This is an optimization exercise on Yosys and OpenROAD, whose aim is small area, not a production implementation. Where RTL was checked, it was by simulation tests only, not by an equivalence proof against the original.

==> job 7310: inputs <==
==> flow/design.v <==
`timescale 1ns/100ps
module pcie_cfg_top (
    input  logic        clk_pcie,
    input  logic        rst,
    input  logic [63:0] i_cmd,
    input  logic        i_cmd_valid,
    output logic        o_cmd_ready,
    output logic [31:0] o_resp,
    output logic        o_resp_valid,
    input  logic        i_resp_ready,
    input  logic [63:0] i_stat,
    input  logic [31:0] i_cfg_mgmt_do,
    input  logic        i_cfg_mgmt_rd_wr_done,
    output logic [46:0] o_mgmt,
    output logic        o_cfg_mgmt_rd_en,
    output logic        o_cfg_mgmt_wr_en,
    output logic [63:0] o_cfg_dsn,
    output logic [15:0] o_pcie_id
);
    localparam logic [191:0] RW_RESET = {
        16'h0000,                        
        4'hf, 2'b00, 10'h000,            
        32'h0000_0000,                   
        64'h0000_0001_0200_0c17,         
        32'd24,                          
        16'h0000,                        
        16'h6745                         
    };
    localparam int DEPTH = 7;            
    logic [191:0] rw;
    logic         d_rd;                  
    logic         d_wr;                  
    logic [15:0]  d_addr;
    logic [15:0]  d_mask;                
    logic [15:0]  d_val;
    logic         st_rd;                 
    logic         st_wr;                 
    logic         res_valid;
    logic         res_any;               
    logic [9:0]   res_dwaddr;
    logic [3:0]   res_byte_en;
    logic [31:0]  res_data;
    logic [31:0]  mem [0:DEPTH-1];
    logic [2:0]   wp;                    
    logic [2:0]   rp;                    
    logic [2:0]   cnt;                   
    logic         pp;                    
    logic hold;
    logic accept;
    logic idle;
    assign idle        = ~st_rd & ~st_wr;
    assign hold        = rw[18] & (rw[16] | rw[17] | ~idle);
    assign o_cmd_ready = ~(cnt[2] & (cnt[1] | cnt[0])) & ~hold;
    assign accept      = i_cmd_valid & o_cmd_ready;
    always_ff @(posedge clk_pcie)
    begin
        d_rd   <= ~rst & accept & i_cmd[12];
        d_wr   <= ~rst & accept & i_cmd[13] & i_cmd[31];
        d_addr <= i_cmd[31:16];
        d_mask <= {i_cmd[39:32], i_cmd[47:40]};
        d_val  <= {i_cmd[55:48], i_cmd[63:56]};
    end
    logic done;
    logic start_ok;
    logic take_rd;
    logic take_wr;
    logic finish;
    assign done     = i_cfg_mgmt_rd_wr_done;
    assign start_ok = idle & ~done;
    assign take_rd  = start_ok & rw[16];
    assign take_wr  = start_ok & ~rw[16] & rw[17];
    assign finish   = ~idle & done;
    assign o_cfg_mgmt_rd_en = st_rd & ~done;
    assign o_cfg_mgmt_wr_en = st_wr & ~done;
    always_ff @(posedge clk_pcie)
    begin
        if (rst)
        begin
            st_rd     <= 1'b0;
            st_wr     <= 1'b0;
            res_valid <= 1'b0;
            res_any   <= 1'b0;
        end
        else
        begin
            st_rd <= take_rd | o_cfg_mgmt_rd_en;
            st_wr <= take_wr | o_cfg_mgmt_wr_en;
            if (take_rd | take_wr)
                res_valid <= 1'b0;
            else if (finish)
                res_valid <= 1'b1;
            if (finish)
                res_any <= 1'b1;
        end
    end
    always_ff @(posedge clk_pcie)
    begin
        if (finish)
        begin
            res_dwaddr  <= rw[169:160];
            res_byte_en <= rw[175:172];
            res_data    <= i_cfg_mgmt_do;
        end
    end
    logic [14:0]  off;
    logic         off_lo;                
    logic [23:0]  bsel;                  
    logic [7:0]   mask_e, mask_o;        
    logic [7:0]   val_e, val_o;
    logic [191:0] we;
    logic [191:0] wd;
    assign off    = d_addr[14:0];
    assign off_lo = (off[14:5] == 10'd0);
    assign mask_e = off[0] ? d_mask[15:8] : d_mask[7:0];
    assign mask_o = off[0] ? d_mask[7:0]  : d_mask[15:8];
    assign val_e  = off[0] ? d_val[15:8]  : d_val[7:0];
    assign val_o  = off[0] ? d_val[7:0]   : d_val[15:8];
    always_comb
    begin
        for (int b = 0; b < 24; b++)
        begin
            bsel[b] = d_wr & off_lo & ((off[4:0] == 5'(b)) | ((b > 0) && (off[4:0] == 5'(b - 1))));
            for (int j = 0; j < 8; j++)
            begin
                we[8*b+j] = bsel[b] & ((b % 2 == 0) ? mask_e[j] : mask_o[j]);
                wd[8*b+j] = (b % 2 == 0) ? val_e[j] : val_o[j];
            end
        end
    end
    always_ff @(posedge clk_pcie)
    begin
        for (int i = 0; i < 192; i++)
        begin
            if (rst)
                rw[i] <= RW_RESET[i];
            else if (we[i])
                rw[i] <= wd[i];
            else if ((i == 16 && take_rd) || (i == 17 && take_wr))
                rw[i] <= 1'b0;
        end
    end
    assign o_cfg_dsn = rw[127:64];
    assign o_mgmt    = {rw[158:128], rw[169:160], rw[175:172], rw[170], rw[171]};
    assign o_pcie_id = i_stat[63:48];
    logic [7:0]  rwe [0:11];             
    logic [7:0]  rwo [0:11];             
    logic [7:0]  roe [0:13];             
    logic [7:0]  roo [0:13];             
    logic [3:0]  h;
    logic [3:0]  g;
    logic        in_range;
    logic [7:0]  bx_e;
    logic [7:0]  bx_o;
    logic [15:0] rdata;
    always_comb
    begin
        for (int k = 0; k < 12; k++)
        begin
            rwe[k] = rw[16*k +: 8];
            rwo[k] = rw[16*k+8 +: 8];
        end
        roe[0]  = 8'h01;                roo[0]  = 8'h23;
        roe[1]  = {6'b0, o_cfg_mgmt_wr_en, o_cfg_mgmt_rd_en};
                                        roo[1]  = 8'h00;
        roe[2]  = 8'd28;                roo[2]  = 8'h00;
        roe[3]  = 8'h00;                roo[3]  = 8'h00;
        roe[4]  = i_stat[55:48];        roo[4]  = i_stat[63:56];
        roe[5]  = i_stat[39:32];        roo[5]  = i_stat[47:40];
        roe[6]  = i_cfg_mgmt_do[7:0];   roo[6]  = i_cfg_mgmt_do[15:8];
        roe[7]  = i_cfg_mgmt_do[23:16]; roo[7]  = i_cfg_mgmt_do[31:24];
        roe[8]  = i_stat[23:16];        roo[8]  = i_stat[31:24];
        roe[9]  = i_stat[7:0];          roo[9]  = i_stat[15:8];
        roe[10] = res_any ? res_dwaddr[7:0] : 8'h00;
        roo[10] = res_any ? {res_byte_en, res_valid, 1'b0, res_dwaddr[9:8]} : {4'h0, res_valid, 3'b000};
        roe[11] = 8'h00;                roo[11] = 8'h00;
        roe[12] = res_any ? res_data[7:0]   : 8'h00;
        roo[12] = res_any ? res_data[15:8]  : 8'h00;
        roe[13] = res_any ? res_data[23:16] : 8'h00;
        roo[13] = res_any ? res_data[31:24] : 8'h00;
    end
    assign h        = off[4:1];
    assign g        = 4'(({1'b0, off[4:0]} + 6'd1) >> 1);
    assign in_range = off_lo & (d_addr[15] ? (off[4:0] <= 5'd22) : (off[4:0] <= 5'd26));
    always_comb
    begin
        bx_e = 8'h00;
        bx_o = 8'h00;
        if (d_addr[15])
        begin
            if (g < 4'd12) bx_e = rwe[g];
            if (h < 4'd12) bx_o = rwo[h];
        end
        else
        begin
            if (g < 4'd14) bx_e = roe[g];
            if (h < 4'd14) bx_o = roo[h];
        end
        if (!in_range)
            rdata = 16'h0000;
        else if (off[0])
            rdata = {bx_o, bx_e};
        else
            rdata = {bx_e, bx_o};
    end
    logic pop;
    assign o_resp_valid = (cnt != 3'd0);
    assign o_resp       = mem[rp];
    assign pop          = o_resp_valid & i_resp_ready;
    always_ff @(posedge clk_pcie)
    begin
        if (rst)
        begin
            wp  <= '0;
            rp  <= '0;
            cnt <= '0;
            pp  <= 1'b0;
        end
        else
        begin
            pp <= d_rd;
            if (d_rd)
                wp <= (wp == 3'(DEPTH - 1)) ? '0 : wp + 1'b1;
            if (pop)
                rp <= (rp == 3'(DEPTH - 1)) ? '0 : rp + 1'b1;
            cnt <= cnt + 3'(pp) - 3'(pop);
        end
    end
    always_ff @(posedge clk_pcie)
    begin
        if (d_rd)
            mem[wp] <= {d_addr, rdata};
    end
endmodule
==> flow/run.sh <==
#!/bin/bash
# synth_recipe.tcl (not shown) runs the flow's synth.tcl, then flattens the netlist and writes it again
# the make line also repeats each setting of config.mk as NAME=value (left out here)
make -C /OpenROAD-flow-scripts/flow DESIGN_CONFIG=/design/flow/config.mk WORK_HOME=/design/flow/orfs CLKGATE_MAP_FILE= SYNTH_SCRIPT=/design/flow/synth_recipe.tcl finish
==> flow/config.mk <==
export PLATFORM = sky130hd
export DESIGN_NAME = pcie_cfg_top
export DESIGN_NICKNAME = pcie_cfg_top
export VERILOG_FILES = /design/flow/design.v
export SDC_FILE = /design/flow/constraint.sdc
export NUM_CORES = 4
export LEC_CHECK = 0
export ABC_AREA = 1
export CAP_MARGIN = 20
export CORE_MARGIN = 2
export CORE_UTILIZATION = 40
export SLEW_MARGIN = 20
==> flow/constraint.sdc <==
create_clock -name core_clock -period 5.0 [get_ports {clk_pcie}]
set_input_delay 1.0000 -clock core_clock [delete_from_list [all_inputs] [get_ports {clk_pcie}]]
set_output_delay 1.0000 -clock core_clock [all_outputs]
set_load 0.01 [all_outputs]
==> job 3653 (differences from job 7310) <==
--- a/flow/design.v
+++ b/flow/design.v
@@ -127,16 +127,26 @@
             end
         end
     end
-    always_ff @(posedge clk_pcie)
+    logic [191:0] en;
+    logic [191:0] dd;
+    always_comb
     begin
         for (int i = 0; i < 192; i++)
         begin
-            if (rst)
-                rw[i] <= RW_RESET[i];
-            else if (we[i])
-                rw[i] <= wd[i];
-            else if ((i == 16 && take_rd) || (i == 17 && take_wr))
-                rw[i] <= 1'b0;
+            en[i] = (rst | bsel[i/8]) & (rst | (((i/8) % 2 == 0) ? mask_e[i%8] : mask_o[i%8]));
+            dd[i] = rst ? RW_RESET[i] : wd[i];
+        end
+        en[16] = rst | we[16] | take_rd;
+        en[17] = rst | we[17] | take_wr;
+        dd[16] = ~rst & we[16] & wd[16];
+        dd[17] = ~rst & we[17] & wd[17];
+    end
+    always_ff @(posedge clk_pcie)
+    begin
+        for (int i = 0; i < 192; i++)
+        begin
+            if (en[i])
+                rw[i] <= dd[i];
         end
     end
     assign o_cfg_dsn = rw[127:64];
==> flow/flow/run.sh (new file) <==
#!/bin/bash
# Own layout flow: the standard synthesis, then the combinational logic re-mapped for area
# (flip-flops kept exactly as the standard synthesis made them), then the standard ORFS layout
# with small port buffers and a clock tree of smaller buffers without dummy loads.
set -euo pipefail
HERE=$(pwd)
FLOWDIR=$HERE/flow
RES=$HERE/orfs/results/$FLOW_PLATFORM/pcie_cfg_top/base
LIB=$FLOW_HOME/platforms/$FLOW_PLATFORM/lib/sky130_fd_sc_hd__tt_025C_1v80.lib
YOSYS=$FLOW_HOME/../tools/install/yosys/bin/yosys; [[ -x $YOSYS ]] || YOSYS=yosys

# 1. Standard synthesis
bash standard.sh synth > $HERE/flow_synth.log 2>&1

# 2. Re-map the combinational logic with a few area scripts and keep the smallest result
cp $RES/1_2_yosys.v $HERE/1_2_yosys.standard.v
DONT_USE=$(sed -n '/DONT_USE_CELLS/,/^$/p' $FLOW_HOME/platforms/$FLOW_PLATFORM/config.mk | grep -o 'sky130_fd_sc_hd__[A-Za-z0-9_]*' | tr '\n' ' ')
SCRIPTS=(
  "+strash;dc2;dc2;dch,-f;amap,-F,5;topo"
  "+strash;dch,-f;amap;topo"
  "+strash;&get,-n;&deepsyn,-T,60;&put;dch,-f;amap;topo"
  "+strash;&get,-n;&deepsyn,-T,60,-S,7;&put;dch,-f;amap,-F,5;topo"
)
for i in "${!SCRIPTS[@]}"; do
  LIB=$LIB IN_V=$HERE/1_2_yosys.standard.v OUT_V=$HERE/remap_$i.v TOP=$FLOW_TOP \
    DONT_USE="$DONT_USE" ABC_OPTS="-script ${SCRIPTS[$i]}" \
    $YOSYS -c $FLOWDIR/resynth.tcl > $HERE/flow_resynth_$i.log 2>&1 &
done
wait
best=""; best_area=""
for i in "${!SCRIPTS[@]}"; do
  a=$(grep -o "Chip area for module.*: [0-9.]*" $HERE/remap_$i.v.stat | awk '{print $NF}' || true)
  echo "script $i area $a" >> $HERE/flow_resynth_pick.log
  if [[ -n "$a" ]] && { [[ -z "$best" ]] || awk -v a=$a -v b=$best_area 'BEGIN{exit !(a<b)}'; }; then
    best=$i; best_area=$a
  fi
done
echo "picked $best" >> $HERE/flow_resynth_pick.log
cp $HERE/remap_$best.v $RES/1_2_yosys.v
rm -f $RES/1_synth.odb $RES/1_synth.sdc

# 3. The rest of the standard layout
export BUFFER_PORTS_ARGS="-buffer_cell sky130_fd_sc_hd__buf_1"
export CTS_ARGS="-sink_clustering_enable -repair_clock_nets -dont_use_dummy_load -buf_list sky130_fd_sc_hd__clkbuf_8 -sink_clustering_size 25 -sink_clustering_max_diameter 50"
bash standard.sh > $HERE/flow_layout.log 2>&1
==> flow/flow/resynth.tcl (new file) <==
yosys -import
# Re-map the combinational logic of a synthesized netlist; flip-flops stay the cells they are.
set lib $::env(LIB)
read_liberty -ignore_miss_func $lib
blackbox sky130_fd_sc_hd__*df* sky130_fd_sc_hd__dlx* sky130_fd_sc_hd__dlr* sky130_fd_sc_hd__*dlclkp* sky130_fd_sc_hd__*dlat*
read_verilog -overwrite $::env(IN_V)
hierarchy -top $::env(TOP)
flatten
opt -purge
set dont_use {}
foreach c $::env(DONT_USE) { lappend dont_use -dont_use $c }
abc -liberty $lib {*}$dont_use {*}$::env(ABC_OPTS)
opt_clean -purge
hilomap -singleton -hicell sky130_fd_sc_hd__conb_1 HI -locell sky130_fd_sc_hd__conb_1 LO
splitnets
opt_clean -purge
insbuf -buf sky130_fd_sc_hd__buf_4 A X
tee -o $::env(OUT_V).stat stat -liberty $lib
write_verilog -noattr -nohex -nodec $::env(OUT_V)
==> flow/standard.sh (new file) <==
#!/bin/bash
# synth_recipe.tcl (not shown) runs the flow's synth.tcl, then flattens the netlist and writes it again
# the make line also repeats each setting of config.mk as NAME=value (left out here)
make -C /OpenROAD-flow-scripts/flow DESIGN_CONFIG=/design/flow/config.mk WORK_HOME=/design/flow/orfs CLKGATE_MAP_FILE= SYNTH_SCRIPT=/design/flow/synth_recipe.tcl "${@:-finish}"
ABC_AREA = not set   (was 1)
removed: flow/run.sh
==> metrics.yaml <==
run_status:
  status: "finished clean"
drt:
  met2_length_mm: 32.4
  viasPerCell: 5.95
power_and_ir_drop:
  clock_power_uw: 2280
critical_path:
  endpoint: "mem[1][8]"
  crit_type: "flop to flop"
layout:
  nets: 2034
placement:
  dp_hpwl_mm: 47.1
  placed_cell_area_um2: 22800
min_path:
  min_to: "d_val[6]"
clock_network:
  clk_latency_ps: 680
[end of results for job 3653]
==> metrics.yaml <==
run_status:
  status: "finished clean"
clock_network:
  clk_latency_ps: 620
power_and_ir_drop:
  clock_power_uw: 4170
  seq_power_share: 0.451
drt:
  met2_length_mm: 39.4
placement:
  dp_hpwl_mm: 55.3
  placed_cell_area_um2: 27200
critical_path:
  slowest_stage: "buf_4"
  timing.rr.start: "d_addr[2]"
  crit_type: "flop to output pin"
min_path:
  min_to: "rw[191]"
layout:
  seq_area_um2: 13300
[end of results for job 7310]
The RTL of job 7310 was laid out without a check of its function.

## port drivers added, routing unchanged
The flow's constraints put no driver on any port. The routed layouts listed below were extracted and timed again, unchanged, in two steps.
Step 1, drivers: a clkbuf_16 drives clk_pcie and a buf_2 each remaining input, both assumed.
Step 2 also shifts input and output timing later by t, the mid clock arrival at the registers, as if the neighbouring blocks saw the same clock.
Slacks: ideal / step 1 / step 2; pairs: ideal / step 1.
run | shift t [ns] | slack for setup (ns) | worst setup path at the end
job 7310 | 0.672 | 0.578 / 0.517 / 1.074 | register to register
job 3653 | 0.688 | 0.826 / 0.826 / 0.826 | register to register
After both steps every run listed still meets setup and hold.
